What follows belongs to an exercise in optimizing a design on an open flow for small area, a short achievable clock period and few clock cycles per item; a production flow would make more cautious choices. Where RTL was checked, it was by simulation tests only, not by an equivalence proof against the original. The RTL of runs 4, 5 and 7 was laid out without a check of its function. Power is estimated from default activity; no workload was simulated.

$ cat design/flow/flow/run.sh
#!/bin/bash
# The standard layout, with plain buffers (buf_2) on the ports in place
# of the delay buffers buffer_ports picks by default, and clock tree
# synthesis without dummy loads. Everything else is the standard flow.
# The tool output goes to standard_flow.log here.
set -euo pipefail
export BUFFER_PORTS_ARGS="-buffer_cell sky130_fd_sc_hd__buf_2"
export CTS_ARGS="-sink_clustering_enable -repair_clock_nets -dont_use_dummy_load -sink_clustering_size 26 -sink_clustering_max_diameter 70 -buf_list sky130_fd_sc_hd__clkbuf_16"
bash standard.sh > standard_flow.log 2>&1
$ cat design/flow/standard.sh
#!/bin/bash
# synth_recipe.tcl (not shown) runs the flow's synth.tcl, then flattens the netlist and writes it again
# the make line also repeats each setting of config.mk as NAME=value (left out here)
make -C /OpenROAD-flow-scripts/flow DESIGN_CONFIG=/design/flow/config.mk WORK_HOME=/design/flow/orfs CLKGATE_MAP_FILE= SYNTH_SCRIPT=/design/flow/synth_recipe.tcl "${@:-finish}"
$ cat design/flow/config.mk
export PLATFORM = sky130hd
export DESIGN_NAME = lookup_cache_top
export DESIGN_NICKNAME = lookup_cache_top
export VERILOG_FILES = /design/flow/design.v
export SDC_FILE = /design/flow/constraint.sdc
export NUM_CORES = 4
export LEC_CHECK = 0
export CAP_MARGIN = 20
export CORE_MARGIN = 2
export CORE_UTILIZATION = 55
export SETUP_SLACK_MARGIN = 4.3
export SLEW_MARGIN = 20
$ cat design/flow/constraint.sdc
create_clock -name core_clock -period 7.5 [get_ports {clk}]
set_input_delay 1.5000 -clock core_clock [delete_from_list [all_inputs] [get_ports {clk}]]
set_output_delay 1.5000 -clock core_clock [all_outputs]
set_load 0.01 [all_outputs]
$ cat design/flow/design.v
`default_nettype none
package lkp_pkg;
    typedef logic [2-1:0] mshr_idx_t;
    typedef struct packed {
        logic [3-1:0] order_id;
        logic                    so;
        logic [5-1:0]   reg_entry;
        logic [4-1:0]   rob_entry;
    } lkp_meta_t;
    typedef struct packed {
        logic [20-1:0] key;
        lkp_meta_t              meta;
    } lkp_req_t;
    typedef struct packed {
        logic [20-1:0] result;
        lkp_meta_t              meta;
    } lkp_rsp_t;
    typedef struct packed {
        logic [20-1:0] key;
        mshr_idx_t              idx;
    } c2a_req_t;
    typedef enum logic [1:0] {
        S_IDLE,
        S_SEARCH,
        S_RESOLVE
    } slot_state_e;
endpackage
`default_nettype wire
`timescale 1ns/100ps
`default_nettype none
module lookup_cache_top (
    input  wire                      clk,
    input  wire                      rst,
    input  wire                      req_valid_i,
    input  wire  [20+(3 + 1 + 5 + 4)-1:0] req_i,
    output logic                     req_ready_o,
    output logic                     rsp_valid_o,
    output logic [20+(3 + 1 + 5 + 4)-1:0] rsp_o,
    input  wire                      rsp_ready_i,
    output logic                     c2a_vld_o,
    output logic [20-1:0]   c2a_info_o,
    output logic [10-1:0] c2a_req_id_o,
    input  wire                      a2c_rdy_i,
    input  wire                      a2c_rsp_vld_i,
    input  wire  [10-1:0] a2c_rsp_id_i,
    input  wire  [20-1:0]   a2c_rslt_i
);
    localparam int KW = 20;
    localparam int RW = 20;
    localparam int MW = (3 + 1 + 5 + 4);
    localparam int NE = 16;
    localparam int EW = 4;
    localparam int NS = 4;
    localparam int SW = 2;
    logic          sv_q, rv_q, tv_q, ready_q;
    logic [KW-1:0] skey_q, rkey_q, tkey_q;
    logic [MW-1:0] smeta_q, rmeta_q, tmeta_q;
    logic [EW-1:0] tidx_q;           
    logic [3:0]    thv4_q, thp4_q;   
    logic [NE-1:0] kv_q;             
    logic [NE-1:0] cv_q;             
    logic [KW-1:0] key_q  [NE];
    logic [RW-1:0] rslt_q [NE];
    logic [EW-1:0] ptr_q;            
    logic [NE-1:0] ptr_oh_q;         
    logic [NS-1:0] busy_q;
    logic [NS-1:0] rdy_q;            
    logic [EW-1:0] ent_q  [NS];
    logic [MW-1:0] meta_q [NS];
    logic          qv_q;
    logic [SW-1:0] qslot_q;
    logic [EW-1:0] qent_q;
    logic          cvld_q;
    logic [KW-1:0] ckey_q;
    logic [SW-1:0] cid_q;
    logic          ov_q;
    logic [RW-1:0] ores_q;
    logic [MW-1:0] ometa_q;
    logic [EW-1:0] a_ent;
    logic [NE-1:0] a_dec;
    assign a_ent = ent_q[a2c_rsp_id_i[SW-1:0]];
    always_comb begin
        for (int e = 0; e < NE; e++) begin
            a_dec[e] = a2c_rsp_vld_i && (a_ent == EW'(e));
        end
    end
    logic [SW-1:0] fsel;
    logic          any_free;
    always_comb begin
        fsel = '0;
        for (int s = NS - 1; s >= 0; s--) begin
            if (!busy_q[s]) fsel = SW'(s);
        end
    end
    assign any_free = |(~busy_q);
    logic lk_ptr;
    always_comb begin
        lk_ptr = 1'b0;
        for (int s = 0; s < NS; s++) begin
            if (busy_q[s] && ent_q[s] == ptr_q) lk_ptr = 1'b1;
        end
    end
    logic o_free, c_free, thv, thp, t_miss;
    assign o_free = !ov_q || rsp_ready_i;
    assign c_free = !cvld_q || a2c_rdy_i;
    assign thv    = |thv4_q;
    assign thp    = |thp4_q;
    assign t_miss = !thv && !thp;
    logic s_fire;        
    logic h_fire;        
    logic p_fire;        
    logic a_fire;        
    logic skip;          
    logic t_free, r_free;
    assign s_fire = qv_q && o_free;
    assign h_fire = tv_q && thv && !qv_q && o_free;
    assign p_fire = tv_q && !t_miss && !h_fire && any_free;
    assign a_fire = tv_q && t_miss && any_free && c_free && !lk_ptr;
    assign skip   = tv_q && t_miss && lk_ptr;
    assign t_free = !tv_q || h_fire || p_fire || a_fire;
    assign r_free = !rv_q || t_free;
    assign req_ready_o = ready_q;
    logic          fwd_on, fwd_eq;
    logic [NE-1:0] m1, m1_v;
    logic [EW-1:0] m1_idx;
    assign fwd_on = tv_q && t_miss;
    assign fwd_eq = (tkey_q == rkey_q);
    always_comb begin
        m1_idx = '0;
        for (int e = 0; e < NE; e++) begin
            if (fwd_on && ptr_oh_q[e]) begin
                m1[e]   = fwd_eq;
                m1_v[e] = 1'b0;
            end else begin
                m1[e]   = kv_q[e] && (key_q[e] == rkey_q);
                m1_v[e] = m1[e] && cv_q[e];
            end
            if (m1[e]) m1_idx = m1_idx | EW'(e);
        end
    end
    logic [NS-1:0] cand;
    logic [SW-1:0] pick;
    always_comb begin
        pick = '0;
        for (int s = 0; s < NS; s++) begin
            cand[s] = busy_q[s] && rdy_q[s] && !(qv_q && qslot_q == SW'(s));
        end
        for (int s = NS - 1; s >= 0; s--) begin
            if (cand[s]) pick = SW'(s);
        end
    end
    always_ff @(posedge clk or posedge rst) begin
        if (rst) begin
            sv_q     <= 1'b0;
            ready_q  <= 1'b1;
            rv_q     <= 1'b0;
            tv_q     <= 1'b0;
            kv_q     <= '0;
            cv_q     <= '0;
            ptr_q    <= '0;
            ptr_oh_q <= NE'(1);
            busy_q   <= '0;
            rdy_q    <= '0;
            qv_q     <= 1'b0;
            cvld_q   <= 1'b0;
            ov_q     <= 1'b0;
        end else begin
            if (r_free) begin
                rv_q    <= sv_q || req_valid_i;
                sv_q    <= 1'b0;
                ready_q <= 1'b1;
            end else if (req_valid_i && !sv_q) begin
                sv_q    <= 1'b1;
                ready_q <= 1'b0;
            end
            if (t_free) begin
                tv_q <= rv_q;
            end
            cv_q <= cv_q | a_dec;
            if (a_fire) begin
                kv_q <= kv_q | ptr_oh_q;
                cv_q <= (cv_q | a_dec) & ~ptr_oh_q;
            end
            if (a_fire || skip) begin
                ptr_q    <= ptr_q + 1'b1;
                ptr_oh_q <= {ptr_oh_q[NE-2:0], ptr_oh_q[NE-1]};
            end
            for (int s = 0; s < NS; s++) begin
                if (a2c_rsp_vld_i && busy_q[s] && ent_q[s] == a_ent) rdy_q[s] <= 1'b1;
            end
            if (s_fire) begin
                busy_q[qslot_q] <= 1'b0;
            end
            if (p_fire || a_fire) begin
                busy_q[fsel] <= 1'b1;
                rdy_q[fsel]  <= p_fire && (cv_q[tidx_q] || a_dec[tidx_q]);
            end
            if (!qv_q || s_fire) begin
                qv_q <= |cand;
            end
            if (a_fire) begin
                cvld_q <= 1'b1;
            end else if (a2c_rdy_i) begin
                cvld_q <= 1'b0;
            end
            if (s_fire || h_fire) begin
                ov_q <= 1'b1;
            end else if (rsp_ready_i) begin
                ov_q <= 1'b0;
            end
        end
    end
    logic [EW-1:0] oent;
    logic [RW-1:0] omux;
    always_comb begin
        omux = '0;
        oent = qv_q ? qent_q : tidx_q;
        for (int e = 0; e < NE; e++) begin
            if (oent == EW'(e)) omux = omux | rslt_q[e];
        end
    end
    always_ff @(posedge clk) begin
        if (!sv_q) begin
            skey_q  <= req_i[KW+MW-1:MW];
            smeta_q <= req_i[MW-1:0];
        end
        if (r_free) begin
            rkey_q  <= sv_q ? skey_q  : req_i[KW+MW-1:MW];
            rmeta_q <= sv_q ? smeta_q : req_i[MW-1:0];
        end
        if (t_free) begin
            tkey_q  <= rkey_q;
            tmeta_q <= rmeta_q;
            tidx_q  <= m1_idx;
            for (int g = 0; g < 4; g++) begin
                thv4_q[g] <= |m1_v[4*g +: 4];
                thp4_q[g] <= |(m1[4*g +: 4] & ~m1_v[4*g +: 4]);
            end
        end
        for (int e = 0; e < NE; e++) begin
            if (a_dec[e]) rslt_q[e] <= a2c_rslt_i;
            if (a_fire && ptr_oh_q[e]) key_q[e] <= tkey_q;
        end
        if (any_free) begin
            ent_q[fsel]  <= t_miss ? ptr_q : tidx_q;
            meta_q[fsel] <= tmeta_q;
        end
        if (!qv_q || s_fire) begin
            qslot_q <= pick;
            qent_q  <= ent_q[pick];
        end
        if (c_free) begin
            ckey_q <= tkey_q;
            cid_q  <= fsel;
        end
        if (o_free) begin
            ores_q  <= omux;
            ometa_q <= qv_q ? meta_q[qslot_q] : tmeta_q;
        end
    end
    assign rsp_valid_o  = ov_q;
    assign rsp_o        = {ores_q, ometa_q};
    assign c2a_vld_o    = cvld_q;
    assign c2a_info_o   = ckey_q;
    assign c2a_req_id_o = {{(10 - SW){1'b0}}, cid_q};
endmodule
`default_nettype wire
==> flow_summary.ini, run 1 <==
[outcome]
outcome = finished clean

[die]
rows = 96
die_h_um = 265.9
initial_utilization = 0.5531
core_mm2 = 0.06823
die_x_um = 265.9
io-pin-count = 135
die_area_mm2 = 0.07072

[cells_and_area]
fill_cells = 5111
finalNetCount = 2501
drive_gt1_frac = 0.1850
syn2layout_area_growth_pct = 9.769

[flow_run]
drv_cap = 0

[global_route]
grt_pass1_wl_um = 135200
antenna_found_initial = 2
grt_start_max_net_pins = 68
track_usage = 0.2647
grt_remaining_overflow = 0
grt_pass1_vias = 20090

[sta]
fmaxAchievable_ghz = 0.3051
finalHoldViolations = 0
fin_crit_ps = 3277
postLayoutSetupSlackWorst_ps = 4223
final_max_slew_viol_count = 0
max_slew_margin = 0.2231
worst_slew_pin_slew_ps = 1158
final-setup-viol-count = 0
fin_tns_setup_ps = 0
rsz0062_at_grt = true
clock_skew_ps = 63.07
post-route-period-util = 0.4370

[clocking]
insertion_delay_ps = 640
cts_root_buf = clkbuf_16
cts.path.max_buffers = 3
cts_buffers = 49
tritoncts = yes
cts.clk_slew.worst_paths_ps = 90
cts_sinks = 949
cts_max_level = 2

[setup_path]
cp_cell_sequence = buf_2, mux4_2, nand2b_1, nor2_2, buf_4
crit_buf_inv = 2
cp-start-kind = primary input
critical_path_arrival_ps = 3560
max_stage_delay_ps = 650
required_ps = 7780
slowest_stage = mux4_2
critPathKind = primary input to flip-flop
end_kind = flip-flop
worstPathMaxFanout = 21
path_delay_family = simple AND/OR/NAND/NOR gates

[place]
hpwl_um = 52620
place_ws_ps = 3268
gp_congestion = 0.8739
io_buffers = 118

[synthesis]
ys_top_cells_by_area = edfxtp_1 (67%), xor2_1 (8.0%), dfrtp_1 (4.3%)
ys_seq_elements = 949
yosysTopAreaCell = edfxtp_1
yosysUniqueCellTypes = 66
synth_warnings = 3
yosysSeqAreaShare = 0.7371
async_flop_share = 0.07060
synth_area_mm2 = 0.03773
synth_flop_cell = edfxtp_1
synth_top_area_share = 0.6741
synth_edf_count = 847
syn_inst = 2261
postSynthAreaPerCell_um2 = 16.69

[worst_hold_path]
hold_path.class = flip-flop to flip-flop

[route]
drt.antenna.violating_nets = 0
drcViolationCount = 0
routed_wl_um = 94410
vias_per_cell = 6.135
wl_per_cell_um = 28.57
drt-initial-drc-count = 1648
drtPass1Iterations = 5
vias = 20280

[pwr]
ir_worst_vdd_mv = 0.3212
cellLeakagePower_nw = 14.49
p_per_area_mw_per_mm2 = 387.0
[routing by layer]
metal	up-vias	routed length (um)	track usage
met3	172	4628	0.03410
met5	-	0	0
met1	10550	38270	0.3428
li1	8933	-	-
met4	0	3105	0.08078
met2	625	48400	0.4681
[state kept, by name, summed over array words and instances (netlist names), 16 cells and up, named ones only]
signal / flops
ent_q: 16
ckey_q: 20
skey_q: 20
tkey_q: 20
ores_q: 20
kv_q: 16
rslt_q: 320
key_q: 320
cv_q: 16
ptr_oh_q: 16
rkey_q: 20
meta_q: 52
[through the flow]
step	util	instance area (um2)	cells	hold slack (ps)	total power, mW
final	0.6071	41420	3305	394.6	16.03
after global routing	0.6071	41420	3305	400.9	16.73
after CTS	0.6007	40980	3268	397.7	16.01
after detailed placement	0.5801	39570	3207	404.5	13.27
after global placement	0.5801	39570	3207	401.4	13.13
after floorplan	-	38020	2268	400.3	11.09
[power by group]
| group | switching (mW) | internal [mW] | leakage (nW) | total [mW] |
|---|---|---|---|---|
| logic | 3.70 | 1.84 | 4.93 | 5.54 |
| registers | 0.508 | 7.27 | 8.96 | 7.78 |
| clock network | 1.54 | 1.16 | 0.604 | 2.71 |
| total | 5.75 | 10.3 | 14.5 | 16.0 |
[worst reg2reg max path, delay by kind of cell, from the launching register on]
kind	cells	cell delay, ps
and+or+nand+nor	3	980
AOI/OAI and AO/OA	2	830
DFF	1	630
buffers and inverters	1	330
[kinds of logic after synthesis]
kind of cell             count (synthesis)  synth area share
flip-flops                             949            0.7371
adder cells (fa/ha/maj)                  9          0.002984
AO/OA/AOI/OAI                          282           0.05949
XOR/XNOR                               383           0.08890
AND/OR/NAND/NOR                        369           0.05199
other                                    1        0.00009938
multiplexers                           115           0.04009
buffers and inverters                  153           0.01930
[path summary, 6_finish.rpt]
kind | startpoint | end | slack (ps) | cells after the start
hold reg to reg | rmeta_q[12]$_DFFE_PN_ | tmeta_q[12]$_DFFE_PP_ | 390 | 0
min in group asynchronous | rst | ov_q$_DFFE_PP0P_ | 1170 | 3
setup / recovery | a2c_rsp_id_i[0] | rslt_q[3][13]$_DFFE_PP_ | 4220 | 5
max in group asynchronous | rst | cv_q[10]$_DFF_PP0_ | 5650 | 3
hold / removal | rmeta_q[12]$_DFFE_PN_ | tmeta_q[12]$_DFFE_PP_ | 390 | 0
setup reg to reg | tidx_q[1]$_SDFFCE_PP1P_ | ores_q[12]$_DFFE_PP_ | 4460 | 6
[placed cells by master, fill, tap and decap left out, types with 35 or more instances in the layout]
cell type and count:
edfxtp_1 847, xor2_1 345, buf_2 118, a22oi_1 90, buf_4 90, nor4_1 79
nand2_1 72, dfrtp_1 64, mux2_2 62, clkbuf_16 49, a22o_1 40, a221o_1 40
xnor2_1 38, nor2_1 35, dfxtp_1 35
[synth_stat cells (all sizes together) (38+ instances only)]
cell type / count
a22oi: 90
edfxtp: 847
buf: 83
dfrtp: 65
a22o: 40
a221o: 40
nand2: 72
xnor2: 38
xor2: 345
nor2: 56
mux2: 72
clkbuf: 47
nor4: 81
[timing repair]
action,in CTS,in global routing
pin swaps,7,14
resized for setup,11,15
hold buffers,0,0
gates cloned,5,6
setup endpoints to repair,256,313
buffers inserted,7,28
[area by class of cell]
cell class	count	area [um2]	area share
inverter	23	96.34	0.002326
timing repair buffer	223	1544	0.03728
multi-input combinational	1177	9628	0.2325
sequential	949	27820	0.6716
clock buffer	49	1226	0.02960
tap	882	1104	0.02664
antenna	2	5.005	0.0001208
Testbench counts, summed over its fixed seeds: cycles 8,381, items 8,000.
==> inputs of run 2 (changes only) <==
--- a/design/flow/config.mk
+++ b/design/flow/config.mk
@@ -10,3 +10,3 @@
 export CORE_UTILIZATION = 55
-export SETUP_SLACK_MARGIN = 4.3
+export SETUP_SLACK_MARGIN = 4.9
 export SLEW_MARGIN = 20
==> run 2 against run 1 <==
- synthesized cell count unchanged
- hold slack better by 31 ps
- first-iteration DRC count grew 36%
- die area unchanged
- sequential share of layout area down 3.8 points
- utilization rose by 3.7 points
- still clean on timing, DRC and antenna
- critical path depth is 4 lower
- power rose by 8.2%
- combinational power is 24% higher
- sequential cell count is the same
- global-route usage grew 1.4 points
==> flow_summary.ini, run 2 <==
[synthesis]
synth_xor_area_frac = 0.08890
postSynthAreaPerCell_um2 = 16.69
ys_seq_elements = 949
synth_area_mm2 = 0.03773
synth_top_cells_by_count = edfxtp_1 (847), xor2_1 (345), a22oi_1 (90)
synth_warnings = 3
async_flop_share = 0.07060
syn_inst = 2261
ys_top_cells_by_area = edfxtp_1 (67%), xor2_1 (8.0%), dfrtp_1 (4.3%)
yosysUniqueCellTypes = 66
synth.area.mux_share = 0.04009
synthAdderAreaFrac = 0.002984
synth_edf_count = 847
synth_top_family_by_area = XOR/XNOR gates
yosysTopAreaCell = edfxtp_1
synth_top_area_share = 0.6741
yosys.cell_count.top_type = edfxtp_1
yosys.area_share.simple = 0.05199
yosysSeqAreaShare = 0.7371
synth_flop_cell = edfxtp_1
synth-compound-area-share = 0.05949

[sta]
rsz0062_at_grt = true
post-route-period-util = 0.3667
clock_skew_ps = 64.20
worst_slew_pin_slew_ps = 1064
fin_crit_ps = 2750
final-setup-viol-count = 0
final_max_slew_viol_count = 0
fin_tns_setup_ps = 0
max_slew_margin = 0.2904
finalHoldViolations = 0
fmaxAchievable_ghz = 0.3636

[global_route]
grt_pass1_vias = 20760
antenna_found_initial = 4
track_usage = 0.2784
grt_start_max_net_pins = 68
grt_pass1_wl_um = 141500
grt_remaining_overflow = 0

[place]
io_buffers = 118
gp_congestion = 0.8627
dpl.cell_count = 3207
hpwl_um = 52500

[route]
routed_wl_um = 101100
top_layer_used = met5
wl_per_cell_um = 29.11
drt.antenna.violating_nets = 0
drcViolationCount = 0
m1WireLength_um = 40170
dr_wl_met3_um = 6189
vias_per_cell = 6.175
drt-initial-drc-count = 2243
drtPass1Iterations = 6
vias = 21440
dr_wl_met2_um = 51380

[die]
io-pin-count = 135
die_area_mm2 = 0.07072
die_h_um = 265.9
initial_utilization = 0.5531
rows = 96
core_mm2 = 0.06823
die_x_um = 265.9

[pwr]
p_per_area_mw_per_mm2 = 394.8
cellLeakagePower_nw = 15.62
ir_worst_vdd_mv = 0.3123

[clocking]
cts.clk_slew.worst_paths_ps = 90
cts_buffers = 49
insertion_delay_ps = 640
tritoncts = yes
cts_root_buf = clkbuf_16
hold_buffers = 0
cts_sinks = 949
cts_max_level = 2
cts.path.max_buffers = 3

[cells_and_area]
fin_cells = 3472
drive_gt1_frac = 0.2616
final_common_cell = edfxtp_1
finalNetCount = 2668
layout_common_cells = edfxtp_1 (847), xor2_1 (344), buf_4 (154)
largestRegisters = key_q (320), rslt_q (320), meta_q (52)
syn2layout_area_growth_pct = 16.45

[setup_path]
slowest_stage = dfstp_2
cp_cell_sequence = buf_6
path_delay_family = flip-flops
max_stage_delay_ps = 550
worstPathMaxFanout = 2
end_kind = output port
critical_path_arrival_ps = 1250
required_ps = 6000
crit_buf_inv = 1
critPathKind = flip-flop to output port
cp-start-kind = flip-flop

[flow_run]
drv_cap = 0

[worst_hold_path]
hold_path.class = flip-flop to flip-flop

[outcome]
outcome = finished clean
-- run 2: cell counts after synthesis --
Identical to the previous run, type by type.
-- run 2: power breakdown --
| part | switching, mW | internal, mW |
|---|---|---|
| clock | 1.55 | 1.16 |
| combinational | 4.17 | 2.70 |
| sequential | 0.492 | 7.27 |
| total | 6.21 | 11.1 |
-- run 2: path summary, 6_finish.rpt --
| path | startpoint | to | slack, ps | cells after the start |
|---|---|---|---|---|
| worst min register to register | rmeta_q[3]$_DFFE_PN_ | tmeta_q[3]$_DFFE_PP_ | 430 | 0 |
| max in group asynchronous | rst | qv_q$_DFFE_PP0N_ | 5600 | 3 |
| worst min-delay path | rmeta_q[3]$_DFFE_PN_ | tmeta_q[3]$_DFFE_PP_ | 430 | 0 |
| min in group asynchronous | rst | kv_q[4]$_DFFE_PP0P_ | 1190 | 3 |
| worst max-delay path | ready_q$_DFFE_PP1P_ | req_ready_o | 4750 | 1 |
| worst max register to register | thp4_q[1]$_DFFE_PP_ | tidx_q[0]$_SDFFCE_PP1P_ | 4880 | 7 |
-- run 2: per-layer routing --
layer	global-route usage	vias up
met4	0.08427	4
met2	0.4839	828
li1	-	9283
met1	0.3709	11130
met3	0.03253	197
met5	0	-
-- run 2: logic make-up (layout without fill, tap and decap cells) --
logic type | after synthesis | in the layout
DFF | 949 | 949
xor gates and xnor gates | 383 | 383
and+or+nand+nor | 369 | 397
AOI/OAI and AO/OA | 282 | 282
buffers and inverters | 153 | 445
muxes | 115 | 115
adders and majority gates | 9 | 9
other | 1 | 10
-- run 2: repair_timing --
item / 4_1_cts / 5_1_grt
setup buffers: 92 / 83
pin swaps: 31 / 30
endpoints found under the setup margin: 924 / 709
cloned: 28 / 10
gates resized for setup: 112 / 149
-- run 2: final cells by class --
class                      count  area, um2
clock buffer                  49       1226
multi-input combinational   1194      10260
timing repair buffer         373       3406
antenna                        2      5.005
sequential                   949      27820
tap                          882       1104
inverter                      23      113.9
fill                        4764      24290
-- run 2: through the flow --
stage,power (mW),area [um2],worst slack [ps],util,hold slack (ps)
floorplan,11.16,38120,3947,-,400.3
global placement,13.13,39610,3395,0.5806,403.6
detailed placement,13.25,39610,3307,0.5806,404.5
CTS,16.67,42450,4719,0.6222,426.6
global route,18.03,43940,4714,0.6440,436.1
finish,17.35,43940,4750,0.6440,425.2
==> inputs of run 3 (changes only) <==
--- a/design/flow/config.mk
+++ b/design/flow/config.mk
@@ -10,3 +10,3 @@
 export CORE_UTILIZATION = 55
-export SETUP_SLACK_MARGIN = 4.9
+export SETUP_SLACK_MARGIN = 4.6
 export SLEW_MARGIN = 20
==> run 3 against run 2 <==
- first-iteration DRC count down 14%
- largest cell class unchanged
- sequential cell count unchanged
- clock power about the same
- sequential share of layout area up 3.3 points
- global-route usage down 1.0 points
- fmax down 4.4%
- die area unchanged
- power down 6.3%
==> flow_summary.ini, run 3 <==
[global_route]
grt_pass1_wl_um = 136400
grt_remaining_overflow = 0
grt_pass1_vias = 20110
grt_start_max_net_pins = 68
track_usage = 0.2680
antenna_found_initial = 1

[setup_path]
r2r_end = ores_q[9]$_DFFE_PP_
ff2ff_setup_slack_ps = 4710
critPathKind = primary input to flip-flop
end_kind = flip-flop
required_ps = 8010
critical_path_arrival_ps = 3390
reg2reg_depth = 7
worstPathMaxFanout = 9
r2r_start = tidx_q[2]$_SDFFCE_PP1P_
cp-start-kind = primary input

[synthesis]
postSynthAreaPerCell_um2 = 16.69
yosysUniqueCellTypes = 66
ys_top_cells_by_area = edfxtp_1 (67%), xor2_1 (8.0%), dfrtp_1 (4.3%)
synth_area_mm2 = 0.03773
synth.area.mux_share = 0.04009
synth_flop_cell = edfxtp_1
async_flop_share = 0.07060
synth_top_area_share = 0.6741
synth_xor_area_frac = 0.08890
yosys.cell_count.top_type = edfxtp_1
syn_inst = 2261
synth-compound-area-share = 0.05949
ys_seq_elements = 949
yosysTopAreaCell = edfxtp_1
yosysSeqAreaShare = 0.7371
yosys.area_share.simple = 0.05199
synth_top_cells_by_count = edfxtp_1 (847), xor2_1 (345), a22oi_1 (90)
synth_edf_count = 847
synth_warnings = 3
synth_top_family_by_area = XOR/XNOR gates
synthAdderAreaFrac = 0.002984

[cells_and_area]
finalNetCount = 2523
drive_gt1_frac = 0.1957
layout_common_cells = edfxtp_1 (847), xor2_1 (345), buf_2 (117)
syn2layout_area_growth_pct = 10.66
largestRegisters = key_q (320), rslt_q (320), meta_q (52)
fill_cells = 5105
final_common_cell = edfxtp_1
fin_cells = 3326

[sta]
rsz0062_at_grt = true
final_max_slew_viol_count = 0
worst_slew_pin_slew_ps = 1084
max_slew_margin = 0.2774
post-route-period-util = 0.3837
fin_tns_setup_ps = 0
fin_crit_ps = 2878
fmaxAchievable_ghz = 0.3475
final-setup-viol-count = 0
finalHoldViolations = 0
timing.hold.ws_ps = 412.7
clock_skew_ps = 66.42
postLayoutSetupSlackWorst_ps = 4622

[route]
drt-initial-drc-count = 1919
drcViolationCount = 0
drt.antenna.violating_nets = 0
vias = 20400
wl_per_cell_um = 29.12
routed_wl_um = 96870
drtPass1Iterations = 5
vias_per_cell = 6.133

[pwr]
pwr-share-seq = 0.478
internal-power_mw = 10.35
switching_share = 0.3634
p_per_area_mw_per_mm2 = 389.3
combPwrFrac = 0.357
p_sw_mw = 5.908
ir_worst_vdd_mv = 0.3537
power.share.clock = 0.165
cellLeakagePower_nw = 14.63

[worst_hold_path]
hold_path.class = flip-flop to flip-flop
hold_depth = 0
hold_end = tmeta_q[7]$_DFFE_PP_
hold_start = rmeta_q[7]$_DFFE_PN_

[place]
gp_congestion = 0.8733
hpwl_um = 52510
io_buffers = 118
dpl.cell_count = 3210
place_ws_ps = 3233

[die]
initial_utilization = 0.5531
rows = 96
die_x_um = 265.9
io-pin-count = 135
die_area_mm2 = 0.07072
core_mm2 = 0.06823
die_h_um = 265.9

[clocking]
insertion_delay_ps = 650
cts_sinks = 949
cts_buffers = 48
cts_max_level = 2
cts_root_buf = clkbuf_16
cts.clk_slew.worst_paths_ps = 90
tritoncts = yes
cts.path.max_buffers = 3

[flow_run]
drv_cap = 0

[outcome]
outcome = finished clean
run 3: cell counts after synthesis:
Identical to the previous run, type by type.
run 3: area by class of cell:
| type | count | area, um2 | area share |
|---|---|---|---|
| inverters | 23 | 100.1 | 0.002397 |
| multi-input cells | 1182 | 9788 | 0.2344 |
| well taps | 882 | 1104 | 0.02643 |
| repair buffers | 241 | 1743 | 0.04174 |
| clock buffers | 48 | 1201 | 0.02877 |
| diodes | 1 | 2.502 | 0.00005993 |
| flip-flops and latches | 949 | 27820 | 0.6662 |
run 3: timing repair:
| action | 4_1_cts | 5_1_grt |
|---|---|---|
| resized for setup | 21 | 35 |
| pin swaps | 15 | 19 |
| setup endpoints to repair | 741 | 440 |
| cloned | 6 | 11 |
| hold endpoints to repair | 0 | 0 |
| hold buffers | 0 | 0 |
| buffers inserted | 22 | 26 |
run 3: worst max path at each step:
stage | end | from | cells after the start | slack [ps]
finish | rdy_q[1]$_DFF_PP0_ | a2c_rsp_id_i[0] | 8 | 4620
global placement | rslt_q[3][11]$_DFFE_PP_ | a2c_rsp_id_i[1] | 6 | 3280
detailed placement | rslt_q[3][12]$_DFFE_PP_ | a2c_rsp_id_i[1] | 6 | 3230
floorplan | rslt_q[12][0]$_DFFE_PP_ | a2c_rsp_id_i[1] | 6 | 3950
CTS | rslt_q[0][1]$_DFFE_PP_ | a2c_rsp_id_i[0] | 4 | 4290
global route | rdy_q[0]$_DFF_PP0_ | a2c_rsp_id_i[0] | 8 | 4560
run 3: per-layer routing:
layer  GRT usage  share of wire  wire length [um]
met1      0.3472           0.40             38440
met2      0.4813           0.52             50410
met3     0.03105          0.057              5495
met4     0.07121          0.026              2528
met5           0              0                 0
run 3: kinds of logic after synthesis:
| logic type | after synthesis |
|---|---|
| AO/OA/AOI/OAI | 282 |
| XOR/XNOR | 383 |
| adder cells (fa/ha/maj) | 9 |
| buffers and inverters | 153 |
| flip-flops | 949 |
| multiplexers | 115 |
| other | 1 |
| AND/OR/NAND/NOR | 369 |
run 3: critical path, cell delays in order:
cell and delay, ps:
buf_8 130, mux4_2 540, buf_4 180, xnor2_1 130, nand2_1 110, o41ai_4 400
nand2_1 170, o32ai_2 220
run 3: power by group through the flow:
stage	registers, mW	clock network [mW]	logic [mW]
after floorplan	7.88	0	3.25
after global placement	7.86	0	5.32
after detailed placement	7.90	0	5.40
after CTS	7.77	2.74	5.58
after global routing	7.87	2.91	6.13
final	7.76	2.69	5.80
run 3: per-stage QoR:
step	power, mW	area, um2	util
6_report	16.26	41760	0.6120
5_1_grt	16.91	41760	0.6120
4_1_cts	16.10	41180	0.6036
3_5_place_dp	13.30	39620	0.5808
3_3_place_gp	13.18	39620	0.5808
2_1_floorplan	11.13	38090	-
==> inputs of run 4 (changes only) <==
--- a/design/flow/design.v
+++ b/design/flow/design.v
@@ -78,8 +78,22 @@
     logic [MW-1:0] ometa_q;
-    logic [EW-1:0] a_ent;
+    logic [NS-1:0] a_sel;
     logic [NE-1:0] a_dec;
-    assign a_ent = ent_q[a2c_rsp_id_i[SW-1:0]];
-    always_comb begin
-        for (int e = 0; e < NE; e++) begin
-            a_dec[e] = a2c_rsp_vld_i && (a_ent == EW'(e));
+    logic [NE-1:0] ent_dec [NS];
+    logic [NS-1:0] a_wake;
+    always_comb begin
+        for (int s = 0; s < NS; s++) begin
+            a_sel[s] = a2c_rsp_vld_i && (a2c_rsp_id_i[SW-1:0] == SW'(s));
+            for (int e = 0; e < NE; e++) begin
+                ent_dec[s][e] = (ent_q[s] == EW'(e));
+            end
+        end
+        a_dec = '0;
+        for (int s = 0; s < NS; s++) begin
+            if (a_sel[s]) a_dec = a_dec | ent_dec[s];
+        end
+        for (int s = 0; s < NS; s++) begin
+            a_wake[s] = 1'b0;
+            for (int j = 0; j < NS; j++) begin
+                if (a_sel[j] && ent_q[j] == ent_q[s]) a_wake[s] = 1'b1;
+            end
         end
@@ -119,3 +133,8 @@
     assign skip   = tv_q && t_miss && lk_ptr;
-    assign t_free = !tv_q || h_fire || p_fire || a_fire;
+    logic t_hit_wait, t_miss_go;
+    assign t_hit_wait = tv_q && thv && !qv_q;
+    assign t_miss_go  = tv_q && t_miss && any_free && !lk_ptr;
+    assign t_free = !tv_q || (t_hit_wait && !ov_q) || (tv_q && !t_miss && any_free)
+                 || (t_miss_go && !cvld_q)
+                 || (t_hit_wait && rsp_ready_i) || (t_miss_go && a2c_rdy_i);
     assign r_free = !rv_q || t_free;
@@ -154,3 +173,3 @@
             sv_q     <= 1'b0;
-            ready_q  <= 1'b1;
+            ready_q  <= 1'b0;
             rv_q     <= 1'b0;
@@ -168,6 +187,6 @@
             if (r_free) begin
-                rv_q    <= sv_q || req_valid_i;
+                rv_q    <= sv_q || (req_valid_i && ready_q);
                 sv_q    <= 1'b0;
                 ready_q <= 1'b1;
-            end else if (req_valid_i && !sv_q) begin
+            end else if (req_valid_i && ready_q) begin
                 sv_q    <= 1'b1;
@@ -188,3 +207,3 @@
             for (int s = 0; s < NS; s++) begin
-                if (a2c_rsp_vld_i && busy_q[s] && ent_q[s] == a_ent) rdy_q[s] <= 1'b1;
+                if (busy_q[s] && a_wake[s]) rdy_q[s] <= 1'b1;
             end
==> run 4 against run 3 <==
- die area rose by 1.3%
- non-clock buffer count rose by 32
- sequential share of layout area fell by 1.6 points
- final area rose by 2.4%
- clock skew fell by 2.0 ps
- hold slack got worse by 3.4 ps
- global-route usage rose by 2.1 points
- sequential cell count did not move
- largest power group unchanged
==> flow_summary.ini, run 4 <==
[clocking]
insertion_delay_ps = 630
cts_max_level = 2
tritoncts = yes
cts.path.max_buffers = 3
cts_sinks = 949
hold_buffers = 0
cts_buffers = 47
cts.clk_slew.worst_paths_ps = 90
cts_root_buf = clkbuf_16

[global_route]
antenna_found_initial = 3
grt_pass1_wl_um = 147100
track_usage = 0.2893
grt_remaining_overflow = 0
grt_start_max_net_pins = 68
grt_pass1_vias = 21040

[sta]
fin_crit_ps = 2948
fmaxAchievable_ghz = 0.3392
postLayoutSetupSlackWorst_ps = 4552
final_max_slew_viol_count = 0
worst_slew_pin_slew_ps = 1047
post-route-period-util = 0.3931
max_slew_margin = 0.3021
rsz0062_at_grt = true
fin_tns_setup_ps = 0
clock_skew_ps = 64.40
final-setup-viol-count = 0
timing.hold.ws_ps = 409.3
finalHoldViolations = 0

[synthesis]
ys_seq_elements = 949
synth-compound-area-share = 0.06166
synth_flop_cell = edfxtp_1
synth_top_area_share = 0.6652
synth_warnings = 4
ys_top_cells_by_area = edfxtp_1 (67%), xor2_1 (6.0%), dfrtp_1 (4.3%)
synth_top_family_by_area = XOR/XNOR gates
yosysUniqueCellTypes = 81
synth_top_cells_by_count = edfxtp_1 (847), xor2_1 (261), xnor2_1 (122)
yosys.cell_count.top_type = edfxtp_1
synthAdderAreaFrac = 0.002291
yosysSeqAreaShare = 0.7275
async_flop_share = 0.07060
yosysTopAreaCell = edfxtp_1
yosys.area_share.simple = 0.06319
synth_edf_count = 847
syn_inst = 2320
synth.area.mux_share = 0.03364
synth_xor_area_frac = 0.08774
postSynthAreaPerCell_um2 = 16.48
synth_area_mm2 = 0.03823

[outcome]
outcome = finished clean

[pwr]
ir_worst_vdd_mv = 0.3212
finalPower_mw = 16.16
cellLeakagePower_nw = 14.59
p_per_area_mw_per_mm2 = 378.0

[setup_path]
critPathKind = primary input to flip-flop
cp_cell_sequence = buf_12, buf_6, and4b_1, nand3_2, nand3_4, mux2i_1, o311a_1, nand4b_1, buf_6, a32o_1
end_kind = flip-flop
ff2ff_setup_slack_ps = 4660
cp-start-kind = primary input
slowest_stage = and4b_1
max_stage_delay_ps = 480
critical_path_arrival_ps = 3490
required_ps = 8040
worstPathMaxFanout = 7
crit_path_frequent_cell = buf_6
crit_buf_inv = 3
path_delay_family = simple AND/OR/NAND/NOR gates

[cells_and_area]
fin_area_mm2 = 0.04276
largestRegisters = key_q (320), rslt_q (320), meta_q (52)
drive_gt1_frac = 0.2302
final_common_cell = edfxtp_1
layout_common_cells = edfxtp_1 (847), xor2_1 (261), buf_4 (136)
syn2layout_area_growth_pct = 11.85
finalNetCount = 2624

[route]
vias = 21860
drt.antenna.violating_nets = 0
drcViolationCount = 0
vias_per_cell = 6.284
drt-initial-drc-count = 2238
drtPass1Iterations = 6
routed_wl_um = 104100
wl_per_cell_um = 29.93

[die]
die_x_um = 267.7
initial_utilization = 0.5565
io-pin-count = 135
die_area_mm2 = 0.07164
die_h_um = 267.7
core_mm2 = 0.06871
rows = 96

[place]
io_buffers = 118
place_area_mm2 = 0.03992
gp_congestion = 0.8335
place_ws_ps = 3045
hpwl_um = 52930

[flow_run]
drv_cap = 0

[worst_hold_path]
hold_path.class = flip-flop to flip-flop
run 4: cell types whose count changed in the layout (fill, tap and decap cells not counted), moves of 14 or more:
cell and delta:
a221o_1 -38, a221oi_1 +80, a22o_1 +43, a22oi_1 -85, buf_4 +34, buf_6 +14
nand2_1 -28, nand4_1 +41, nor2_2 +19, nor2_4 -20, nor4_1 -26, or4_1 -20
xnor2_1 +84, xor2_1 -84
run 4: kinds of logic after synthesis:
family,after synthesis
other cells,1
fa+ha+maj,7
flops,949
simple gates,426
xor+xnor,383
compound gates,289
mux,99
buf+inv,166
run 4: worst register-to-register path: stages (launching register included):
cell and delay, ps:
edfxtp_1 380, buf_4 280, xor2_1 240, nor4_1 350, nand4_1 290, a211oi_2 380, o22ai_1 130, a221o_1 280
a211o_1 290
run 4: routing by layer:
layer / share of wire / vias to the layer above / GRT usage
met5: 0.00012 / - / 0
met4: 0.036 / 2 / 0.09603
met3: 0.067 / 195 / 0.03742
met2: 0.50 / 916 / 0.4969
met1: 0.40 / 11350 / 0.3835
li1: - / 9400 / -
run 4: repair_timing:
| item | 4_1_cts | 5_1_grt |
|---|---|---|
| setup endpoints to repair | 455 | 418 |
| cloned | 30 | 5 |
| setup buffers | 42 | 47 |
| pin swaps | 38 | 17 |
| resized for setup | 109 | 48 |
run 4: power by group:
part	switching [mW]	internal, mW	total [mW]
Clock	1.54	1.12	2.66
Combinational	3.75	2.07	5.82
Sequential	0.503	7.18	7.69
Total	5.79	10.4	16.2
run 4: cell type report:
| type | instances | area (um2) |
|---|---|---|
| Antenna cell | 2 | 5.005 |
| Clock buffer | 47 | 1176 |
| Fill cell | 5172 | 25940 |
| Inverter | 30 | 116.4 |
| Multi-Input combinational cell | 1247 | 10590 |
| Sequential cell | 949 | 27810 |
| Tap cell | 931 | 1165 |
| Timing Repair Buffer | 273 | 1897 |
run 4: final timing paths:
check | from | to | cells past startpoint
max | a2c_rsp_id_i[0] | rdy_q[3]$_DFF_PP0_ | 10
max in group asynchronous | rst | ptr_q[0]$_DFFE_PP0P_ | 3
min reg2reg | rmeta_q[1]$_DFFE_PN_ | tmeta_q[1]$_DFFE_PP_ | 0
min in group asynchronous | rst | ready_q$_DFFE_PP0P_ | 3
min | rmeta_q[1]$_DFFE_PN_ | tmeta_q[1]$_DFFE_PP_ | 0
max reg2reg | rkey_q[10]$_DFFE_PN_ | thp4_q[2]$_DFFE_PP_ | 8
run 4: per-stage QoR:
| step | cells | util |
|---|---|---|
| after global routing | 3479 | 0.6224 |
| after detailed placement | 3306 | 0.5810 |
| after global placement | 3306 | 0.5810 |
| final | 3479 | 0.6224 |
| after floorplan | 2327 | - |
| after CTS | 3425 | 0.6130 |
==> inputs of run 5 (changes only) <==
--- a/design/flow/flow/run.sh
+++ b/design/flow/flow/run.sh
@@ -7,3 +7,3 @@
 export BUFFER_PORTS_ARGS="-buffer_cell sky130_fd_sc_hd__buf_2"
-export CTS_ARGS="-sink_clustering_enable -repair_clock_nets -dont_use_dummy_load -sink_clustering_size 26 -sink_clustering_max_diameter 70 -buf_list sky130_fd_sc_hd__clkbuf_16"
+export CTS_ARGS="-sink_clustering_enable -repair_clock_nets -dont_use_dummy_load -sink_clustering_size 30 -sink_clustering_max_diameter 80 -buf_list sky130_fd_sc_hd__clkbuf_16"
 bash standard.sh > standard_flow.log 2>&1
--- a/design/flow/config.mk
+++ b/design/flow/config.mk
@@ -9,3 +9,6 @@
 export CORE_MARGIN = 2
-export CORE_UTILIZATION = 55
+export CORE_UTILIZATION = 40
+export CTS_BUF_LIST = sky130_fd_sc_hd__clkbuf_16
+export CTS_CLUSTER_DIAMETER = 80
+export CTS_CLUSTER_SIZE = 30
 export SETUP_SLACK_MARGIN = 4.6
==> run 5 against run 4 <==
- register-to-register slack worse by 80 ps
- highest routed layer unchanged
- clock skew is 48 ps higher
- sequential power is 1% higher
- utilization is 16 points lower
- power is 1.6% higher
- final area is 1.5% higher
- largest power group unchanged
- combinational power is 4.1% higher
- fmax is 1.5% lower
==> flow_summary.ini, run 5 <==
[sta]
final_max_slew_viol_count = 0
clock_skew_ps = 112.3
post-route-period-util = 0.3990
max_slew_margin = 0.3326
worst_slew_pin_slew_ps = 1001
fin_crit_ps = 2992
finalHoldViolations = 0
rsz0062_at_grt = true
fin_tns_setup_ps = 0
final-setup-viol-count = 0
fmaxAchievable_ghz = 0.3342

[flow_run]
drv_cap = 0

[global_route]
grt_remaining_overflow = 0
antenna_found_initial = 5
grt_start_max_net_pins = 68
grt_pass1_wl_um = 152300
track_usage = 0.2136
grt_pass1_vias = 21440

[route]
wl_per_cell_um = 28.27
drt.antenna.violating_nets = 0
vias_per_cell = 5.782
routed_wl_um = 108500
drtPass1Iterations = 6
vias = 22190
drcViolationCount = 0
drt-initial-drc-count = 2950

[synthesis]
syn_inst = 2320
yosysTopAreaCell = edfxtp_1
yosysUniqueCellTypes = 81
yosys.cell_count.top_type = edfxtp_1
synth_flop_cell = edfxtp_1
synth_top_area_share = 0.6652
ys_top_cells_by_area = edfxtp_1 (67%), xor2_1 (6.0%), dfrtp_1 (4.3%)
async_flop_share = 0.07060
ys_seq_elements = 949
synth_area_mm2 = 0.03823
synth_warnings = 4
postSynthAreaPerCell_um2 = 16.48
yosysSeqAreaShare = 0.7275
synth_top_cells_by_count = edfxtp_1 (847), xor2_1 (261), xnor2_1 (122)
synth_edf_count = 847

[place]
io_buffers = 118
gp_congestion = 0.8086
hpwl_um = 55440

[setup_path]
cp-start-kind = primary input
worstPathMaxFanout = 6
critPathKind = primary input to flip-flop
critical_path_arrival_ps = 3550
required_ps = 8060
end_kind = flip-flop

[pwr]
p_per_area_mw_per_mm2 = 378.3
switching_share = 0.3615
internal-power_mw = 10.49
ir_worst_vdd_mv = 0.2931
finalPower_mw = 16.42
cellLeakagePower_nw = 14.80
power.share.clock = 0.158
combPwrFrac = 0.369
p_sw_mw = 5.936
pwr-share-seq = 0.473

[die]
rows = 113
core_mm2 = 0.09487
initial_utilization = 0.4030
die_x_um = 313.2
io-pin-count = 135
die_h_um = 313.2
die_area_mm2 = 0.09807

[clocking]
insertion_delay_ps = 650
cts.clk_slew.worst_paths_ps = 120
tritoncts = yes
cts.path.max_buffers = 3
cts_sinks = 949
cts_root_buf = clkbuf_16
cts_buffers = 44
cts_max_level = 2
hold_buffers = 0

[cells_and_area]
finalNetCount = 2650
layout_common_cells = edfxtp_1 (847), xor2_1 (261), buf_4 (154)
syn2layout_area_growth_pct = 13.54
fill_cells = 8095
multi_input_area_mm2 = 0.01048
drive_gt1_frac = 0.2294
largestRegisters = key_q (320), rslt_q (320), meta_q (52)
seqCellArea_mm2 = 0.02781
final_common_cell = edfxtp_1

[worst_hold_path]
hold_path.class = flip-flop to flip-flop

[outcome]
outcome = finished clean
-- run 5: path summary, 6_finish.rpt --
check | start | to | slack, ps | depth (start not counted)
worst max register to register | rkey_q[8]$_DFFE_PN_ | thp4_q[2]$_DFFE_PP_ | 4580 | 9
worst min-delay path | rmeta_q[3]$_DFFE_PN_ | tmeta_q[3]$_DFFE_PP_ | 420 | 0
min in group asynchronous | rst | sv_q$_DFFE_PP0P_ | 1030 | 3
max in group asynchronous | rst | kv_q[13]$_DFFE_PP0P_ | 5830 | 3
worst min register to register | rmeta_q[3]$_DFFE_PN_ | tmeta_q[3]$_DFFE_PP_ | 420 | 0
worst max-delay path | a2c_rsp_vld_i | rdy_q[2]$_DFF_PP0_ | 4510 | 10
-- run 5: cell families after synthesis --
group | after synthesis | synth area share
and+or+nand+nor | 426 | 0.06319
xor gates and xnor gates | 383 | 0.08774
other | 1 | 0.00009808
buffers and inverters | 166 | 0.02392
DFF | 949 | 0.7275
adders and majority gates | 7 | 0.002291
AOI/OAI and AO/OA | 289 | 0.06166
muxes | 99 | 0.03364
-- run 5: final cells by class --
type / instances / area share
Clock buffer: 44 / 0.02536
Timing Repair Buffer: 305 / 0.05332
Sequential cell: 949 / 0.6407
Multi-Input combinational cell: 1244 / 0.2414
Inverter: 30 / 0.002681
Antenna cell: 1 / 0.00005765
Tap cell: 1265 / 0.03646
-- run 5: per-stage QoR --
stage | util | instance area [um2] | cells | hold slack (ps) | worst slack [ps]
5_1_grt | 0.4575 | 43410 | 3837 | 427.0 | 4513
3_5_place_dp | 0.4247 | 40290 | 3639 | 405.7 | 2999
6_report | 0.4576 | 43410 | 3838 | 419.6 | 4508
4_1_cts | 0.4470 | 42410 | 3754 | 420.2 | 4500
2_1_floorplan | - | 38460 | 2327 | 400.3 | 4091
3_3_place_gp | 0.4247 | 40290 | 3639 | 401.6 | 3069
-- run 5: routing by layer --
metal,track usage,up-vias,share of wire
li1,-,9440,-
met1,0.3035,11450,0.42
met2,0.3437,1105,0.47
met3,0.03196,194,0.081
met4,0.05839,2,0.027
met5,0,-,0.00012
-- run 5: what timing repair did --
action                                  4_1_cts  5_1_grt
pin swaps                                    39       37
cloned                                       28        7
endpoints found under the setup margin      525      397
buffers inserted                             43       76
gates resized for setup                     109       66
-- run 5: worst max-delay path, cell delays in order --
cell and delay, ps:
clkbuf_16 110, buf_4 140, nor4bb_1 410, nand3_1 360
nand3_4 180, mux2i_1 100, o311a_1 310, nand4b_1 110
buf_6 140, a32o_1 170
-- run 5: power groups by stage --
stage | sequential, mW | combinational, mW | clock, mW
global placement | 7.97 | 5.01 | 0
global route | 7.86 | 6.39 | 2.81
floorplan | 7.78 | 3.33 | 0
CTS | 7.81 | 5.56 | 2.65
detailed placement | 8.02 | 5.10 | 0
finish | 7.77 | 6.06 | 2.60
==> inputs of run 6 (changes only) <==
--- a/design/flow/design.v
+++ b/design/flow/design.v
@@ -78,17 +78,16 @@
     logic [MW-1:0] ometa_q;
+    logic [EW-1:0] a_ent;
+    logic [NE-1:0] a_dec;
     logic [NS-1:0] a_sel;
-    logic [NE-1:0] a_dec;
-    logic [NE-1:0] ent_dec [NS];
-    logic [NS-1:0] a_wake;
-    always_comb begin
-        for (int s = 0; s < NS; s++) begin
-            a_sel[s] = a2c_rsp_vld_i && (a2c_rsp_id_i[SW-1:0] == SW'(s));
-            for (int e = 0; e < NE; e++) begin
-                ent_dec[s][e] = (ent_q[s] == EW'(e));
-            end
-        end
-        a_dec = '0;
-        for (int s = 0; s < NS; s++) begin
-            if (a_sel[s]) a_dec = a_dec | ent_dec[s];
-        end
+    logic [NS-1:0] a_wake;           
+    logic          a_tidx;           
+    assign a_ent = ent_q[a2c_rsp_id_i[SW-1:0]];
+    always_comb begin
+        for (int e = 0; e < NE; e++) begin
+            a_dec[e] = a2c_rsp_vld_i && (a_ent == EW'(e));
+        end
+        for (int j = 0; j < NS; j++) begin
+            a_sel[j] = a2c_rsp_vld_i && (a2c_rsp_id_i[SW-1:0] == SW'(j));
+        end
+        a_tidx = 1'b0;
         for (int s = 0; s < NS; s++) begin
@@ -98,2 +97,3 @@
             end
+            if (a_sel[s] && ent_q[s] == tidx_q) a_tidx = 1'b1;
         end
@@ -173,3 +173,3 @@
             sv_q     <= 1'b0;
-            ready_q  <= 1'b0;
+            ready_q  <= 1'b1;
             rv_q     <= 1'b0;
@@ -187,6 +187,6 @@
             if (r_free) begin
-                rv_q    <= sv_q || (req_valid_i && ready_q);
+                rv_q    <= sv_q || req_valid_i;
                 sv_q    <= 1'b0;
                 ready_q <= 1'b1;
-            end else if (req_valid_i && ready_q) begin
+            end else if (req_valid_i && !sv_q) begin
                 sv_q    <= 1'b1;
@@ -214,3 +214,3 @@
                 busy_q[fsel] <= 1'b1;
-                rdy_q[fsel]  <= p_fire && (cv_q[tidx_q] || a_dec[tidx_q]);
+                rdy_q[fsel]  <= p_fire && (cv_q[tidx_q] || a_tidx);
             end
--- a/design/flow/flow/run.sh
+++ b/design/flow/flow/run.sh
@@ -7,3 +7,3 @@
 export BUFFER_PORTS_ARGS="-buffer_cell sky130_fd_sc_hd__buf_2"
-export CTS_ARGS="-sink_clustering_enable -repair_clock_nets -dont_use_dummy_load -sink_clustering_size 30 -sink_clustering_max_diameter 80 -buf_list sky130_fd_sc_hd__clkbuf_16"
+export CTS_ARGS="-sink_clustering_enable -repair_clock_nets -dont_use_dummy_load -sink_clustering_size 26 -sink_clustering_max_diameter 70 -buf_list sky130_fd_sc_hd__clkbuf_16"
 bash standard.sh > standard_flow.log 2>&1
--- a/design/flow/config.mk
+++ b/design/flow/config.mk
@@ -9,6 +9,3 @@
 export CORE_MARGIN = 2
-export CORE_UTILIZATION = 40
-export CTS_BUF_LIST = sky130_fd_sc_hd__clkbuf_16
-export CTS_CLUSTER_DIAMETER = 80
-export CTS_CLUSTER_SIZE = 30
+export CORE_UTILIZATION = 55
 export SETUP_SLACK_MARGIN = 4.6
==> run 6 against run 5 <==
- largest cell class unchanged
- hold slack worse by 14 ps
- final area down 2.5%
- power grew 5.4%
- utilization increased by 16 points
- largest power group unchanged
==> flow_summary.ini, run 6 <==
[pwr]
p_per_area_mw_per_mm2 = 408.8
finalPower_mw = 17.31
combPwrFrac = 0.367
internal-power_mw = 10.85
power.share.clock = 0.155
p_sw_mw = 6.455
switching_share = 0.3729
ir_worst_vdd_mv = 0.3255
pwr-share-seq = 0.478
cellLeakagePower_nw = 14.74

[sta]
postLayoutSetupSlackWorst_ps = 4429
fin_tns_setup_ps = 0
post-route-period-util = 0.4095
fmaxAchievable_ghz = 0.3256
worst_slew_pin_slew_ps = 1120
max_slew_margin = 0.2524
final-setup-viol-count = 0
rsz0062_at_grt = true
clock_skew_ps = 78.83
final_max_slew_viol_count = 0
finalHoldViolations = 0
fin_crit_ps = 3071

[synthesis]
synth_area_mm2 = 0.03802
ys_top_cells_by_area = edfxtp_1 (67%), xor2_1 (7.8%), dfrtp_1 (4.3%)
synth_edf_count = 847
yosysTopAreaCell = edfxtp_1
ys_seq_elements = 949
yosysSeqAreaShare = 0.7315
synth_warnings = 3
postSynthAreaPerCell_um2 = 16.53
yosys.cell_count.top_type = edfxtp_1
synth_top_area_share = 0.6689
synth_flop_cell = edfxtp_1
synth_top_cells_by_count = edfxtp_1 (847), xor2_1 (338), a22oi_1 (89)
async_flop_share = 0.07060
yosysUniqueCellTypes = 69
syn_inst = 2300

[route]
drt.antenna.violating_nets = 0
drtPass1Iterations = 5
routed_wl_um = 98880
vias_per_cell = 6.154
vias = 20870
drcViolationCount = 0
wl_per_cell_um = 29.16
drt-initial-drc-count = 2164

[setup_path]
critical_path_arrival_ps = 3360
critPathKind = primary input to flip-flop
worstPathMaxFanout = 15
required_ps = 7790
end_kind = flip-flop
cp-start-kind = primary input

[outcome]
outcome = finished clean

[cells_and_area]
fill_cells = 5101
final_common_cell = edfxtp_1
syn2layout_area_growth_pct = 11.34
largestRegisters = key_q (320), rslt_q (320), meta_q (52)
drive_gt1_frac = 0.2058
finalNetCount = 2587
layout_common_cells = edfxtp_1 (847), xor2_1 (338), buf_2 (117)

[place]
place_ws_ps = 3173
io_buffers = 118
gp_congestion = 0.8433
hpwl_um = 52540

[clocking]
cts_root_buf = clkbuf_16
cts.clk_slew.worst_paths_ps = 80
cts_max_level = 2
cts.path.max_buffers = 3
insertion_delay_ps = 650
tritoncts = yes
cts_buffers = 48
cts_sinks = 949

[worst_hold_path]
hold_path.class = flip-flop to flip-flop

[global_route]
grt_pass1_wl_um = 138600
grt_pass1_vias = 20440
grt_start_max_net_pins = 68
antenna_found_initial = 2
grt_remaining_overflow = 0
track_usage = 0.2706

[die]
die_h_um = 266.9
die_area_mm2 = 0.07125
initial_utilization = 0.5554
die_x_um = 266.9
core_mm2 = 0.06847
io-pin-count = 135
rows = 96

[flow_run]
drv_cap = 0
==> run 6: cell types whose count changed in the layout (fill, tap and decap cells not counted), sizes merged, moves of 20 or more <==
cell    before  now
xnor2      122   61
or4          1   21
nand2       43   70
buf        303  252
a221o        4   41
a221oi      81    0
nand4       63   31
a22o        83   43
xor2       261  338
o22ai       24    2
a22oi        5   89
==> run 6: routing by layer <==
layer	vias up	part of all wire	wire (um)	track usage
met4	0	0.026	2579	0.07394
met2	729	0.51	50300	0.4745
li1	9152	-	-	-
met1	10850	0.41	40190	0.3617
met5	-	0	0	0
met3	137	0.059	5806	0.02805
==> run 6: critical path: stages <==
cell and delay [ps]:
clkbuf_4 190, mux4_2 410, nand3_1 680, nor2_4 370
buf_12 190
==> run 6: power groups by stage <==
stage                     Combinational, mW  Clock, mW  Sequential, mW
after floorplan                        3.73          0            8.20
after global placement                 5.54          0            8.36
after detailed placement               5.65          0            8.41
after CTS                              6.09       2.74            8.27
after global routing                   6.75       2.91            8.37
final                                  6.35       2.69            8.27
==> run 6: final cells by class <==
class | count | area, um2 | area share
inverter | 33 | 127.6 | 0.003015
antenna | 2 | 5.005 | 0.0001182
multi-input combinational | 1224 | 10190 | 0.2407
sequential | 949 | 27820 | 0.6571
timing repair buffer | 253 | 1889 | 0.04463
clock buffer | 48 | 1201 | 0.02837
tap | 882 | 1104 | 0.02607
==> run 6: kinds of logic (layout without fill, tap and decap cells) <==
| group | count (synthesis) | in the layout | share of synthesized area |
|---|---|---|---|
| multiplexers | 104 | 104 | 0.03646 |
| XOR/XNOR | 399 | 399 | 0.09191 |
| other | 1 | 10 | 0.00009863 |
| AO/OA/AOI/OAI | 278 | 278 | 0.05884 |
| AND/OR/NAND/NOR | 390 | 426 | 0.05426 |
| adder cells (fa/ha/maj) | 9 | 9 | 0.002962 |
| flip-flops | 949 | 949 | 0.7315 |
| buffers and inverters | 170 | 334 | 0.02396 |
==> run 6: worst paths after layout <==
| kind | slack [ps] | startpoint | cells after the start | end |
|---|---|---|---|---|
| hold reg to reg | 410 | rmeta_q[0]$_DFFE_PN_ | 0 | tmeta_q[0]$_DFFE_PP_ |
| setup reg to reg | 4610 | rkey_q[17]$_DFFE_PN_ | 7 | tidx_q[3]$_SDFFCE_PP1P_ |
| max in group asynchronous | 5590 | rst | 3 | qv_q$_DFFE_PP0N_ |
| setup / recovery | 4430 | a2c_rsp_id_i[0] | 5 | rslt_q[13][1]$_DFFE_PP_ |
| min in group asynchronous | 1200 | rst | 3 | ptr_oh_q[5]$_DFFE_PP0P_ |
| hold / removal | 410 | rmeta_q[0]$_DFFE_PN_ | 0 | tmeta_q[0]$_DFFE_PP_ |
==> run 6: timing repair <==
| item | CTS | global route |
|---|---|---|
| resized for setup | 35 | 42 |
| hold buffers | 0 | 0 |
| pin swaps | 21 | 24 |
| hold endpoints to repair | 0 | 0 |
| buffers inserted | 29 | 46 |
| gates cloned | 21 | 15 |
| endpoints found under the setup margin | 770 | 654 |
==> run 6: per-stage QoR <==
stage                     utilization  hold WS (ps)  area [um2]  cells
after floorplan                     -         400.3       38380   2307
after global placement         0.5799         402.7       39700   3229
after detailed placement       0.5801         404.5       39710   3229
after CTS                      0.6058         403.6       41480   3327
after global routing           0.6183         411.4       42340   3391
final                          0.6183         405.3       42340   3391
Testbench counts of run 6, summed over its fixed seeds: cycles 8,381, items 8,000.
==> inputs of run 7 (changes only) <==
--- a/design/flow/design.v
+++ b/design/flow/design.v
@@ -52,3 +52,3 @@
     localparam int EW = 4;
-    localparam int NS = 4;
+    localparam int NS = 3;
     localparam int SW = 2;
--- a/design/flow/config.mk
+++ b/design/flow/config.mk
@@ -10,3 +10,3 @@
 export CORE_UTILIZATION = 55
-export SETUP_SLACK_MARGIN = 4.6
+export SETUP_SLACK_MARGIN = 4.8
 export SLEW_MARGIN = 20
==> run 7 against run 6 <==
- area after synthesis down 2.7%
- clock skew is 14 ps lower
- power is 2.0% lower
- non-clock buffer count rose by 49
- largest cell class unchanged
- first-iteration DRC count is 1.2% higher
==> flow_summary.ini, run 7 <==
[outcome]
outcome = finished clean

[synthesis]
yosys.cell_count.top_type = edfxtp_1
syn_inst = 2221
synth_top_area_share = 0.6767
synth_top_cells_by_count = edfxtp_1 (834), xor2_1 (311), a221o_1 (81), a22o_1 (81), nor2_1 (81)
yosysUniqueCellTypes = 67
postSynthAreaPerCell_um2 = 16.66
synth_warnings = 3
synth_edf_count = 834
synth_area_mm2 = 0.03701
yosysSeqAreaShare = 0.7396
ys_seq_elements = 934
yosysTopAreaCell = edfxtp_1
ys_top_cells_by_area = edfxtp_1 (68%), xor2_1 (7.4%), dfrtp_1 (4.3%)
synth_flop_cell = edfxtp_1
async_flop_share = 0.06959

[pwr]
cellLeakagePower_nw = 14.59
ir_worst_vdd_mv = 0.3128
p_per_area_mw_per_mm2 = 400.0
finalPower_mw = 16.95

[clocking]
insertion_delay_ps = 650
cts_max_level = 2
cts.clk_slew.worst_paths_ps = 90
cts_buffers = 49
cts.path.max_buffers = 3
cts_sinks = 934
cts_root_buf = clkbuf_16
tritoncts = yes

[setup_path]
max_stage_delay_ps = 540
worstPathMaxFanout = 2
critPathKind = flip-flop to output port
slowest_stage = dfstp_2
path_delay_family = flip-flops
cp-start-kind = flip-flop
required_ps = 6000
cp_cell_sequence = buf_6
crit_buf_inv = 1
critical_path_arrival_ps = 1260
end_kind = output port

[global_route]
grt_remaining_overflow = 0
antenna_found_initial = 2
grt_pass1_wl_um = 141000
grt-busiest-layer = met2
track_usage = 0.2824
grt_start_max_net_pins = 66
use_met1 = 0.3813
use_met2 = 0.4848
grt_pass1_vias = 20380
use_met3 = 0.03152

[die]
io-pin-count = 135
core_mm2 = 0.06692
rows = 95
die_x_um = 263.4
initial_utilization = 0.5531
die_h_um = 263.4
die_area_mm2 = 0.06938

[cells_and_area]
finalNetCount = 2558
antennaDiodeCount = 0
layout_common_cells = edfxtp_1 (834), xor2_1 (311), buf_2 (115)
drive_gt1_frac = 0.2285
fin_cells = 3354
final_common_cell = edfxtp_1
fin_util = 0.6333
syn2layout_area_growth_pct = 14.51
largestRegisters = key_q (320), rslt_q (320), meta_q (39)

[sta]
final_max_slew_viol_count = 0
fmaxAchievable_ghz = 0.3620
worst_slew_pin_slew_ps = 1010
clock_skew_ps = 64.70
max_slew_margin = 0.3262
rsz0062_at_grt = true
fin_tns_setup_ps = 0
fin_crit_ps = 2762
timing.hold.ws_ps = 420.7
finalHoldViolations = 0
final-setup-viol-count = 0
post-route-period-util = 0.3683

[place]
io_buffers = 118
gp_congestion = 0.8849
hpwl_um = 51590
dpl.cell_count = 3155

[route]
drtPass1Iterations = 5
vias_per_cell = 6.143
routed_wl_um = 98090
vias = 20610
wl_per_cell_um = 29.24
drcViolationCount = 0
drt.antenna.violating_nets = 0
drt-initial-drc-count = 2189

[worst_hold_path]
hold_path.class = flip-flop to flip-flop

[flow_run]
drv_cap = 0
[run 7: cell count changes after synthesis, sizes merged, moves of 6 or more]
cell | before | now
a221o | 41 | 81
and2 | 17 | 5
mux2i | 17 | 24
xnor2 | 61 | 68
a22oi | 89 | 6
mux4 | 21 | 9
o21ai | 7 | 26
xor2 | 338 | 311
buf | 98 | 88
nand2 | 70 | 52
edfxtp | 847 | 834
a22o | 43 | 81
nor2 | 71 | 84
nor4 | 72 | 66
[run 7: final timing paths]
path                       cells past startpoint                 start  slack (ps)                   end
setup / recovery                               1   ready_q$_DFFE_PP1P_        4740           req_ready_o
hold / removal                                 0  rmeta_q[0]$_DFFE_PN_         420  tmeta_q[0]$_DFFE_PP_
setup reg to reg                               7  rkey_q[10]$_DFFE_PN_        4760   thp4_q[0]$_DFFE_PP_
hold reg to reg                                0  rmeta_q[0]$_DFFE_PN_         420  tmeta_q[0]$_DFFE_PP_
max in group asynchronous                      3                   rst        5700    cvld_q$_DFFE_PP0P_
min in group asynchronous                      3                   rst        1140      ov_q$_DFFE_PP0P_
[run 7: through the flow]
stage	instance area, um2	setup WS (ps)
6_report	42380	4738
5_1_grt	42380	4685
4_1_cts	42000	4704
3_5_place_dp	38890	3063
3_3_place_gp	38890	3157
2_1_floorplan	37420	3279
[run 7: area by class of cell]
class                      instances  area (um2)
sequential                       934       27380
fill                            4783       24540
tap                              873        1092
inverter                          32       127.6
timing repair buffer             302        2736
clock buffer                      49        1226
multi-input combinational       1164        9823
[run 7: where the power goes]
| group | switching (mW) | internal (mW) |
|---|---|---|
| Combinational | 3.96 | 2.23 |
| Clock | 1.53 | 1.16 |
| Sequential | 0.648 | 7.41 |
[run 7: cell families after synthesis]
| logic type | Yosys count | synth area share |
|---|---|---|
| XOR/XNOR | 379 | 0.08969 |
| AO/OA/AOI/OAI | 283 | 0.06494 |
| buffers and inverters | 158 | 0.02069 |
| multiplexers | 97 | 0.03144 |
| other | 1 | 0.0001013 |
| flip-flops | 934 | 0.7396 |
| AND/OR/NAND/NOR | 363 | 0.05152 |
| adder cells (fa/ha/maj) | 6 | 0.002028 |
[run 7: layer usage]
metal / routed length (um) / vias up / part of all wire
met1: 39730 / 10670 / 0.41
met2: 49010 / 806 / 0.50
met3: 5937 / 155 / 0.061
met4: 3395 / 2 / 0.035
met5: 12 / - / 0.00012
li1: - / 8969 / -
[run 7: worst reg2reg max path: stages (launching register included)]
cell       delay [ps]
edfxtp_1          390
buf_6             230
xor2_1            220
nor4_2            320
nand4_1           350
a211oi_4          320
o2111ai_2         180
a2111o_1          460
[run 7: what timing repair did]
action,CTS,global route
buffers inserted,98,20
gates cloned,31,1
pin swaps,47,9
resized for setup,104,25
hold buffers,0,0
setup endpoints to repair,812,211

[re-timing with driven ports]
The flow's constraints put no driver on any port. The routed layouts listed below were extracted and timed again, unchanged, in two steps.
Step 1 sets driving cells, clkbuf_16 on the clock port and buf_2 on the other inputs (assumed; they add their load-dependent delay and slew).
Step 2 moves the port delays by t, midway between the first and last clock arrival at a register: inputs arrive t later, outputs are due t later. That takes back most of the time a late clock gives input paths.
Three values: no drivers, after step 1, after step 2; two values: the first two.
| run | t, ns | setup slack, ns | hold slack, ns | clock arrival spread, ns |
|---|---|---|---|---|
| run 1 | 0.668 | 4.223 / 4.228 / 3.560 | 0.395 / 0.395 / 0.395 | 0.071 / 0.072 |
| run 2 | 0.669 | 4.750 / 4.689 / 4.054 | 0.425 / 0.425 / 0.425 | 0.070 / 0.070 |
| run 3 | 0.678 | 4.622 / 4.607 / 3.929 | 0.413 / 0.413 / 0.413 | 0.078 / 0.077 |
| run 4 | 0.667 | 4.552 / 4.553 / 3.886 | 0.409 / 0.409 / 0.409 | 0.066 / 0.066 |
| run 5 | 0.664 | 4.507 / 4.440 / 3.776 | 0.420 / 0.420 / 0.420 | 0.121 / 0.120 |
| run 6 | 0.681 | 4.429 / 4.437 / 3.756 | 0.405 / 0.405 / 0.405 | 0.079 / 0.080 |
| run 7 | 0.676 | 4.738 / 4.675 / 4.074 | 0.421 / 0.421 / 0.421 | 0.078 / 0.078 |
After both steps setup and hold are still met in every run listed. The setup slack of run 5, which loses most, moves by -0.067 ns with the drivers and by -0.731 ns with both steps.
